This is an optimization exercise on Yosys and OpenROAD, whose aim is a short achievable clock period and few clock cycles, not a production implementation.
Only simulation tests tie the RTL to the original design; equivalence was not proved.
Power figures rest on the tool's default switching activity, not on a simulated workload.

==> flow/design.v <==
package cpuPkg;
        typedef enum logic [5:0] {
                OP_RTYPE = 6'h00,
                OP_J     = 6'h02,
                OP_BEQ   = 6'h04,
                OP_BNE   = 6'h05,
                OP_ADDIU = 6'h09,
                OP_LW    = 6'h23,
                OP_SW    = 6'h2b
        } opcodeT;
        typedef enum logic [5:0] {
                FN_SLL  = 6'h00,
                FN_ADDU = 6'h21,
                FN_SUBU = 6'h23,
                FN_AND  = 6'h24,
                FN_OR   = 6'h25,
                FN_SLT  = 6'h2a
        } functT;
        typedef enum logic [2:0] {
                ALU_ADD,
                ALU_SUB,
                ALU_AND,
                ALU_OR,
                ALU_SLT,
                ALU_SHL
        } aluOpT;
        typedef enum logic [3:0] {
                S_FETCH,
                S_DECODE,
                S_MEMADDR,
                S_MEMREAD,
                S_LOADWB,
                S_STORE,
                S_REXEC,
                S_SHIFTEXEC,
                S_RWB,
                S_BRANCH,
                S_JUMP,
                S_IMMEXEC,
                S_IMMWB
        } cpuStateT;
        typedef enum logic [1:0] {A_PC, A_REGA, A_REGB} aSrcT;
        typedef enum logic [2:0] {B_REGB, B_FOUR, B_SIGNIMM, B_SHIFTIMM, B_SHAMT} bSrcT;
        typedef enum logic [1:0] {PC_ALURESULT, PC_ALUOUT, PC_JUMP} pcSrcT;
        typedef enum logic {WB_ALUOUT, WB_MDR} wbSrcT;
        typedef enum logic {RD_RT, RD_RD} regDstT;
endpackage
`timescale 1ns/1ps
module regFile (
        input  logic                   clk,
        input  logic                   rst,
        input  logic [5-1:0] readAddrA,
        input  logic [5-1:0] readAddrB,
        input  logic [5-1:0] writeAddr,
        input  logic                   writeEnable,
        input  logic [32-1:0]     writeValue,
        output logic [32-1:0]     readValueA,
        output logic [32-1:0]     readValueB
);
        logic [32-1:0] regs [0:(1 << 5)-1];
        always_ff @(posedge clk)
        begin
                if (rst)
                begin
                        for (int i = 0; i < (1 << 5); i++)
                        begin
                                regs[i] <= '0;
                        end
                end
                else if (writeEnable && writeAddr != '0)  
                begin
                        regs[writeAddr] <= writeValue;
                end
        end
        assign readValueA = (readAddrA == '0) ? '0 : regs[readAddrA];
        assign readValueB = (readAddrB == '0) ? '0 : regs[readAddrB];
endmodule
`timescale 1ns/1ps
module aluUnit (
        input  logic [32-1:0] operandA,
        input  logic [32-1:0] operandB,
        input  cpuPkg::aluOpT              op,
        output logic [32-1:0] result,
        output logic               zero
);
        always_comb
        begin
                case (op)
                        cpuPkg::ALU_ADD:
                        begin
                                result = operandA + operandB;  
                        end
                        cpuPkg::ALU_SUB:
                        begin
                                result = operandA - operandB;
                        end
                        cpuPkg::ALU_AND:
                        begin
                                result = operandA & operandB;
                        end
                        cpuPkg::ALU_OR:
                        begin
                                result = operandA | operandB;
                        end
                        cpuPkg::ALU_SLT:
                        begin
                                result = 32'($signed(operandA) < $signed(operandB));
                        end
                        cpuPkg::ALU_SHL:
                        begin
                                result = operandA << operandB[4:0];
                        end
                        default:
                        begin
                                result = '0;
                        end
                endcase
        end
        assign zero = (result == '0);
endmodule
`timescale 1ns/1ps
module controlFsm (
        input  logic   clk,
        input  logic   rst,
        input  cpuPkg::opcodeT opcode,
        input  cpuPkg::functT  funct,
        input  logic   branchTaken,
        output cpuPkg::aSrcT   aSrc,
        output cpuPkg::bSrcT   bSrc,
        output cpuPkg::aluOpT  aluOp,
        output cpuPkg::pcSrcT  pcSrc,
        output cpuPkg::wbSrcT  wbSrc,
        output cpuPkg::regDstT regDst,
        output logic   pcEnable,
        output logic   irWrite,
        output logic   regWrite,
        output logic   instrRead,
        output logic   memRead,
        output logic   memWrite
);
        cpuPkg::cpuStateT state;
        cpuPkg::cpuStateT nextState;
        logic     pcWrite;
        logic     pcWriteCond;
        always_ff @(posedge clk)
        begin
                if (rst)
                begin
                        state <= cpuPkg::S_FETCH;
                end
                else
                begin
                        state <= nextState;
                end
        end
        always_comb
        begin
                case (state)
                        cpuPkg::S_FETCH:     nextState = cpuPkg::S_DECODE;
                        cpuPkg::S_DECODE:
                        begin
                                case (opcode)
                                        cpuPkg::OP_RTYPE: nextState = (funct == cpuPkg::FN_SLL) ? cpuPkg::S_SHIFTEXEC : cpuPkg::S_REXEC;
                                        cpuPkg::OP_BEQ,
                                        cpuPkg::OP_BNE:   nextState = cpuPkg::S_BRANCH;
                                        cpuPkg::OP_J:     nextState = cpuPkg::S_JUMP;
                                        cpuPkg::OP_ADDIU: nextState = cpuPkg::S_IMMEXEC;
                                        cpuPkg::OP_LW,
                                        cpuPkg::OP_SW:    nextState = cpuPkg::S_MEMADDR;
                                        default:  nextState = cpuPkg::S_FETCH;  
                                endcase
                        end
                        cpuPkg::S_MEMADDR:   nextState = (opcode == cpuPkg::OP_LW) ? cpuPkg::S_MEMREAD : cpuPkg::S_STORE;
                        cpuPkg::S_MEMREAD:   nextState = cpuPkg::S_LOADWB;
                        cpuPkg::S_REXEC,
                        cpuPkg::S_SHIFTEXEC: nextState = cpuPkg::S_RWB;
                        cpuPkg::S_IMMEXEC:   nextState = cpuPkg::S_IMMWB;
                        default:     nextState = cpuPkg::S_FETCH;
                endcase
        end
        always_comb
        begin
                aSrc        = cpuPkg::A_PC;
                bSrc        = cpuPkg::B_REGB;
                aluOp       = cpuPkg::ALU_ADD;
                pcSrc       = cpuPkg::PC_ALURESULT;
                wbSrc       = cpuPkg::WB_ALUOUT;
                regDst      = cpuPkg::RD_RT;
                pcWrite     = 1'b0;
                pcWriteCond = 1'b0;
                irWrite     = 1'b0;
                regWrite    = 1'b0;
                instrRead   = 1'b0;
                memRead     = 1'b0;
                memWrite    = 1'b0;
                case (state)
                        cpuPkg::S_FETCH:
                        begin
                                bSrc      = cpuPkg::B_FOUR;  
                                pcWrite   = 1'b1;
                                irWrite   = 1'b1;
                                instrRead = 1'b1;
                        end
                        cpuPkg::S_DECODE:
                        begin
                                bSrc = cpuPkg::B_SHIFTIMM;  
                        end
                        cpuPkg::S_MEMADDR, cpuPkg::S_MEMREAD, cpuPkg::S_STORE:
                        begin
                                aSrc     = cpuPkg::A_REGA;  
                                bSrc     = cpuPkg::B_SIGNIMM;
                                memRead  = (state == cpuPkg::S_MEMREAD);
                                memWrite = (state == cpuPkg::S_STORE);
                        end
                        cpuPkg::S_LOADWB:
                        begin
                                wbSrc    = cpuPkg::WB_MDR;
                                regWrite = 1'b1;
                        end
                        cpuPkg::S_REXEC:
                        begin
                                aSrc = cpuPkg::A_REGA;
                                case (funct)
                                        cpuPkg::FN_SUBU: aluOp = cpuPkg::ALU_SUB;
                                        cpuPkg::FN_AND:  aluOp = cpuPkg::ALU_AND;
                                        cpuPkg::FN_OR:   aluOp = cpuPkg::ALU_OR;
                                        cpuPkg::FN_SLT:  aluOp = cpuPkg::ALU_SLT;
                                        default: aluOp = cpuPkg::ALU_ADD;
                                endcase
                        end
                        cpuPkg::S_SHIFTEXEC:
                        begin
                                aSrc  = cpuPkg::A_REGB;
                                bSrc  = cpuPkg::B_SHAMT;
                                aluOp = cpuPkg::ALU_SHL;
                        end
                        cpuPkg::S_RWB:
                        begin
                                regDst   = cpuPkg::RD_RD;
                                regWrite = 1'b1;
                        end
                        cpuPkg::S_BRANCH:
                        begin
                                aSrc        = cpuPkg::A_REGA;
                                aluOp       = cpuPkg::ALU_SUB;  
                                pcSrc       = cpuPkg::PC_ALUOUT;
                                pcWriteCond = 1'b1;
                        end
                        cpuPkg::S_JUMP:
                        begin
                                pcSrc   = cpuPkg::PC_JUMP;
                                pcWrite = 1'b1;
                        end
                        cpuPkg::S_IMMEXEC:
                        begin
                                aSrc = cpuPkg::A_REGA;
                                bSrc = cpuPkg::B_SIGNIMM;
                        end
                        cpuPkg::S_IMMWB:
                        begin
                                regWrite = 1'b1;
                        end
                        default:
                        begin
                                pcWrite = 1'b0;
                        end
                endcase
        end
        assign pcEnable = pcWrite | (pcWriteCond & branchTaken);
endmodule
`timescale 1ns/1ps
module datapath (
        input  logic               clk,
        input  logic               rst,
        input  cpuPkg::aSrcT               aSrc,
        input  cpuPkg::bSrcT               bSrc,
        input  cpuPkg::aluOpT              aluOp,
        input  cpuPkg::pcSrcT              pcSrc,
        input  cpuPkg::wbSrcT              wbSrc,
        input  cpuPkg::regDstT             regDst,
        input  logic               pcEnable,
        input  logic               irWrite,
        input  logic               regWrite,
        input  logic [32-1:0] instruction,
        input  logic [32-1:0] readData,
        output logic [32-1:0] pc,
        output logic [32-1:0] dataAddr,
        output logic [32-1:0] writeData,
        output cpuPkg::opcodeT             opcode,
        output cpuPkg::functT              funct,
        output logic               branchTaken
);
        logic [32-1:0]     ir;
        logic [32-1:0]     regA;
        logic [32-1:0]     regB;
        logic [32-1:0]     aluOut;
        logic [32-1:0]     mdr;
        logic [32-1:0]     readValueA;
        logic [32-1:0]     readValueB;
        logic [32-1:0]     signImm;
        logic [32-1:0]     jumpTarget;
        logic [32-1:0]     operandA;
        logic [32-1:0]     operandB;
        logic [32-1:0]     aluResult;
        logic [32-1:0]     nextPc;
        logic [32-1:0]     writeValue;
        logic [5-1:0] writeAddr;
        logic                   zero;
        always_ff @(posedge clk)
        begin
                if (rst)
                begin
                        pc <= 32'h0000_0000;
                end
                else if (pcEnable)
                begin
                        pc <= nextPc;
                end
        end
        always_ff @(posedge clk)
        begin
                if (irWrite)
                begin
                        ir <= instruction;
                end
                regA   <= readValueA;
                regB   <= readValueB;
                aluOut <= aluResult;
                mdr    <= readData;
        end
        assign signImm    = 32'(signed'(ir[15:0]));
        assign jumpTarget = {pc[32-1:32-4], ir[25:0], 2'b00};  
        always_comb
        begin
                case (aSrc)
                        cpuPkg::A_REGA:  operandA = regA;
                        cpuPkg::A_REGB:  operandA = regB;
                        default: operandA = pc;
                endcase
                case (bSrc)
                        cpuPkg::B_FOUR:     operandB = 32'(4);
                        cpuPkg::B_SIGNIMM:  operandB = signImm;
                        cpuPkg::B_SHIFTIMM: operandB = signImm << 2;
                        cpuPkg::B_SHAMT:    operandB = 32'(ir[10:6]);
                        default:    operandB = regB;
                endcase
                case (pcSrc)
                        cpuPkg::PC_ALUOUT: nextPc = aluOut;
                        cpuPkg::PC_JUMP:   nextPc = jumpTarget;
                        default:   nextPc = aluResult;
                endcase
        end
        assign writeAddr  = (regDst == cpuPkg::RD_RD) ? ir[15:11] : ir[20:16];
        assign writeValue = (wbSrc == cpuPkg::WB_MDR) ? mdr : aluOut;
        regFile i_regFile (
                .clk        (clk),
                .rst        (rst),
                .readAddrA  (ir[25:21]),
                .readAddrB  (ir[20:16]),
                .writeAddr  (writeAddr),
                .writeEnable(regWrite),
                .writeValue (writeValue),
                .readValueA (readValueA),
                .readValueB (readValueB)
        );
        aluUnit i_aluUnit (
                .operandA(operandA),
                .operandB(operandB),
                .op      (aluOp),
                .result  (aluResult),
                .zero    (zero)
        );
        assign opcode      = cpuPkg::opcodeT'(ir[31:26]);
        assign funct       = cpuPkg::functT'(ir[5:0]);
        assign branchTaken = ir[26] ? ~zero : zero;  
        assign dataAddr    = aluOut;
        assign writeData   = regB;
endmodule
`timescale 1ns/1ps
module mipsCpu (
        input  logic               clk,
        input  logic               rst,
        output logic [32-1:0] pc,
        output logic               instrRead,
        input  logic [32-1:0] instruction,
        output logic [32-1:0] dataAddr,
        output logic [32-1:0] writeData,
        input  logic [32-1:0] readData,
        output logic               memRead,
        output logic               memWrite
);
        cpuPkg::aSrcT   aSrc;
        cpuPkg::bSrcT   bSrc;
        cpuPkg::aluOpT  aluOp;
        cpuPkg::pcSrcT  pcSrc;
        cpuPkg::wbSrcT  wbSrc;
        cpuPkg::regDstT regDst;
        cpuPkg::opcodeT opcode;
        cpuPkg::functT  funct;
        logic   branchTaken;
        logic   pcEnable;
        logic   irWrite;
        logic   regWrite;
        controlFsm i_controlFsm (
                .clk        (clk),
                .rst        (rst),
                .opcode     (opcode),
                .funct      (funct),
                .branchTaken(branchTaken),
                .aSrc       (aSrc),
                .bSrc       (bSrc),
                .aluOp      (aluOp),
                .pcSrc      (pcSrc),
                .wbSrc      (wbSrc),
                .regDst     (regDst),
                .pcEnable   (pcEnable),
                .irWrite    (irWrite),
                .regWrite   (regWrite),
                .instrRead  (instrRead),
                .memRead    (memRead),
                .memWrite   (memWrite)
        );
        datapath i_datapath (
                .clk        (clk),
                .rst        (rst),
                .aSrc       (aSrc),
                .bSrc       (bSrc),
                .aluOp      (aluOp),
                .pcSrc      (pcSrc),
                .wbSrc      (wbSrc),
                .regDst     (regDst),
                .pcEnable   (pcEnable),
                .irWrite    (irWrite),
                .regWrite   (regWrite),
                .instruction(instruction),
                .readData   (readData),
                .pc         (pc),
                .dataAddr   (dataAddr),
                .writeData  (writeData),
                .opcode     (opcode),
                .funct      (funct),
                .branchTaken(branchTaken)
        );
endmodule
==> flow/run.sh <==
#!/bin/bash
# synth_recipe.tcl (not shown) runs the flow's synth.tcl, then flattens the netlist and writes it again
# the make line also repeats each setting of config.mk as NAME=value (left out here)
make -C /OpenROAD-flow-scripts/flow DESIGN_CONFIG=/design/flow/config.mk WORK_HOME=/design/flow/orfs CLKGATE_MAP_FILE= SYNTH_SCRIPT=/design/flow/synth_recipe.tcl finish
==> flow/config.mk <==
export PLATFORM = sky130hd
export DESIGN_NAME = mipsCpu
export DESIGN_NICKNAME = mipsCpu
export VERILOG_FILES = /design/flow/design.v
export SDC_FILE = /design/flow/constraint.sdc
export NUM_CORES = 4
export LEC_CHECK = 0
export CAP_MARGIN = 20
export CORE_MARGIN = 2
export CORE_UTILIZATION = 40
export SLEW_MARGIN = 20
==> flow/constraint.sdc <==
create_clock -name core_clock -period 10.0 [get_ports {clk}]
set_input_delay 2.0000 -clock core_clock [delete_from_list [all_inputs] [get_ports {clk}]]
set_output_delay 2.0000 -clock core_clock [all_outputs]
set_load 0.01 [all_outputs]
==> insert_results.sql <==
INSERT INTO impl_metrics (metric_group, metric, value, unit) VALUES
('timing', 'finalCriticalPeriod', '8.76', 'ns'),
('power', 'cellInternalPower', '10.2', 'mW'),
('clocking', 'cts_bufs_inserted', '141', ''),
('power', 'power.switching', '5.22', 'mW'),
('clocking', 'cell_at_the_root_of_the_clock_tree', 'clkbuf_16', ''),
('placement', 'place.detailed.hpwl', '163000', 'um'),
('logic_synthesis', 'ys_top_cells_by_area', 'edfxtp_1, mux4_2, nor2_1', ''),
('timing', 'tightestPinTransition', '1.09', 'ns'),
('logic_synthesis', 'yosys-mux-area-fraction', '24.2', '%'),
('logic_synthesis', 'synth_top_family_by_area', 'multiplexers', ''),
('critical_path', 'cp_data_required_time', '10.69', 'ns'),
('timing', 'finalHoldViolations', '0', ''),
('cells_and_area', 'areaGrowthSynthToFinish', '13.5', '%'),
('clocking', 'cts.repair.resized', '0', ''),
('drt', 'detailroute.via_count', '48200', ''),
('floorplan', 'die-height', '410', 'um'),
('logic_synthesis', 'synth_xor_area_share', '0.384', '%'),
('placement', 'dp.cells', '7059', ''),
('logic_synthesis', 'synth_simple_gate_area_share', '10.1', '%'),
('timing', 'finalCritPeriodShare', '87.6', '%'),
('logic_synthesis', 'synthDominantCellAreaShare', '48.0', '%'),
('cells_and_area', 'finish.net_count', '5193', ''),
('clocking', 'cts.sink_count', '1220', ''),
('worst_hold_path', 'min-delay-path-class', 'reg -> reg', ''),
('drt', 'drc', '0', ''),
('outcome', 'run_status', 'timing/DRC/antenna clean', ''),
('clocking', 'postCtsSetupRepairBufs', '0', ''),
('logic_synthesis', 'synthMostInstantiatedCell', 'nor2_1', ''),
('logic_synthesis', 'synth_compound_gate_area_share', '6.75', '%'),
('critical_path', 'register_to_register_setup_slack', '1.24', 'ns'),
('power', 'power_density', '205', 'mW/mm^2'),
('power', 'power.ir.vdd_worst', '160', 'uV'),
('timing', 'setup_viol', '0', ''),
('power', 'power_frac_clock', '33.1', '%'),
('timing', 'timing_max_transition_violations_final', '0', ''),
('clocking', 'worst_skew_pair.late_latency', '0.81', 'ns'),
('timing', 'clock.fmax', '114', 'MHz'),
('logic_synthesis', 'ys.warnings.count', '4', ''),
('drt', 'drt-initial-drc-count', '7381', ''),
('global_routing', 'number_of_antenna_violations_at_the_first_check_in_global_routing', '13', ''),
('timing', 'setup-tns-final', '0', 'ns'),
('global_routing', 'number_of_global_route_vias_before_repair', '47000', ''),
('floorplan', 'floorplan.die_area', '0.168', 'mm^2'),
('critical_path', 'r2r.worst_path.cells', '24', ''),
('clocking', 'cts_max_level', '4', ''),
('power', 'power.combinational.fraction', '25.4', '%'),
('power', 'p_leak', '26.1', 'nW'),
('critical_path', 'startpoint_type', 'register', ''),
('global_routing', 'grt.overflow.total', '0', ''),
('drt', 'wire_per_inst', '36.1', 'um'),
('logic_synthesis', 'synthesis.instances', '5024', ''),
('clocking', 'cts.reportedPaths.clkPinSlew', '0.06', 'ns'),
('logic_synthesis', 'syn_area_per_cell', '13.2', 'um^2'),
('power', 'power', '15.4', 'mW'),
('cells_and_area', 'final_layout_size_suffix_gt1_share', '22.0', '%'),
('worst_hold_path', 'hold-path-cell-count', '2', ''),
('timing', 'hold_ws', '0.576', 'ns'),
('cells_and_area', 'final_core_util', '45.6', '%'),
('logic_synthesis', 'ys_async_sr_fraction', '0', '%'),
('worst_hold_path', 'hold_path_startpoint', 'i_datapath.pc[9]', ''),
('logic_synthesis', 'synth_top_cell_by_area', 'edfxtp_1', ''),
('critical_path', 'worst_setup_path_end_kind', 'register', ''),
('clocking', 'cts_buffer_depth', '3', ''),
('global_routing', 'pin_count_of_the_biggest_net_entering_global_routing', '105', ''),
('timing', 'unrepaired_setup_endpoints_after_global_routing', 'no', ''),
('logic_synthesis', 'yosysUniqueCellTypes', '98', ''),
('critical_path', 'critical_path_arrival', '9.45', 'ns'),
('floorplan', 'die_x', '410', 'um'),
('logic_synthesis', 'yosys.area_share.adder', '2.07', '%'),
('worst_hold_path', 'hold_end', 'i_datapath.pc[9]', ''),
('global_routing', 'grt_pass1_wl', '367000', 'um');
==> power groups by stage <==
stage	combinational [mW]	clock [mW]	sequential, mW
2_1_floorplan	2.29	0	6.14
3_3_place_gp	3.76	0	6.47
3_5_place_dp	3.78	0	6.47
4_1_cts	3.79	5.12	6.37
5_1_grt	4.09	5.31	6.40
6_report	3.91	5.09	6.40
==> layer usage <==
| metal | routed length (um) | vias to the layer above | track usage [%] | share of wire [%] |
|---|---|---|---|---|
| met1 | 96600 | 24700 | 40.5 | 36 |
| met5 | 94 | - | 0 | 0.035 |
| met2 | 122000 | 3496 | 49.0 | 46 |
| met3 | 31000 | 766 | 7.84 | 12 |
| li1 | - | 19200 | - | - |
| met4 | 14900 | 14 | 15.0 | 5.6 |
==> registers in the layout, indices dropped and copies added (netlist names) <==
name	count
i_datapath.aluOut	32
i_controlFsm.state	4
i_datapath.mdr	32
i_datapath.i_regFile.regs	1024
i_datapath.ir	32
i_datapath.regA	32
i_datapath.pc	32
i_datapath.regB	32
==> worst max path at each step <==
stage | cells after the start | slack [ns] | end | from
final | 24 | 1.24 | i_datapath.pc[10] | i_controlFsm.state[3]
after global routing | 23 | 0.87 | i_datapath.pc[11] | i_controlFsm.state[3]
after CTS | 23 | 1.12 | i_datapath.pc[8] | i_controlFsm.state[3]
after detailed placement | 23 | 1.15 | i_datapath.pc[8] | i_controlFsm.state[3]
after global placement | 22 | 1.27 | i_datapath.pc[3] | i_controlFsm.state[3]
after floorplan | 27 | 3.32 | i_datapath.pc[21] | i_controlFsm.state[1]
==> placed cells by master, fill, tap and decap left out, types with 36 or more instances in the layout <==
cell type        instances
nor3_1                  47
dfxtp_1                164
nor2_1                1219
o21ai_0                112
clkbuf_1                38
a21oi_1                133
nand2_1                130
inv_1                  103
a211oi_1                37
clkdlybuf4s50_1        163
buf_4                  121
ha_1                   106
o211ai_1                38
nand3_1                 36
mux2i_1                113
clkbuf_16              146
edfxtp_1              1056
mux4_2                 640
==> layout make-up <==
class,count,area (um^2)
Multi-Input combinational cell,3245,29500
Inverter,111,422
Clock inverter,73,659
Timing Repair Buffer,300,2900
Clock buffer,187,3800
Fill cell,14500,89600
Sequential cell,1220,35000
Tap cell,2189,2740
Antenna cell,3,7.51
==> cell families after synthesis <==
kind of cell	Yosys count
other	1
flip-flops	1220
XOR/XNOR	29
buffers and inverters	590
adder cells (fa/ha/maj)	108
AO/OA/AOI/OAI	649
AND/OR/NAND/NOR	1629
multiplexers	798
==> worst max-delay path: stages (launching register included) <==
cell	delay, ns
dfxtp_1	0.91
inv_1	0.20
nand2_1	0.18
o21ai_0	0.11
a22o_1	0.30
ha_1	0.50
inv_1	0.41
o21ai_0	0.61
inv_1	0.18
ha_1	0.52
inv_1	0.17
a2111oi_0	0.68
a2111oi_0	0.34
nor4_2	0.67
xnor2_1	0.26
o221ai_1	0.21
a211oi_1	0.27
o21ai_1	0.14
or3_1	0.43
nor3_1	0.20
nand4_2	0.22
mux2i_4	0.52
buf_16	0.23
a2111oi_0	0.11
a41o_1	0.26
Testbench counts, summed over its fixed seeds: cycles 152,717.

## separate check: timing with driven ports
No port has a modelled driver above. Below, the same layout with a new extraction and two added sets of constraints. Step 1 (the two cells are an assumption about what drives the block):
set clk [get_ports {clk}]
set_driving_cell -lib_cell sky130_fd_sc_hd__clkbuf_16 $clk
set_driving_cell -lib_cell sky130_fd_sc_hd__buf_2 [delete_from_list [all_inputs] $clk]
Step 2 also shifts input and output timing later by t, the mid clock arrival at the registers, as if the neighbouring blocks saw the same clock. a / b / c = ideal / step 1 / step 2; a / b = the first two.
t, ns: 0.880
slack for setup (ns): 1.239 / 1.239 / 1.239
worst setup path after step 2: register to register
cell pins on the clock port's net: 1
After both steps setup and hold are still met in this run. For this run, drivers alone change the setup slack by 0.000 ns; drivers and shift together by 0.000 ns.
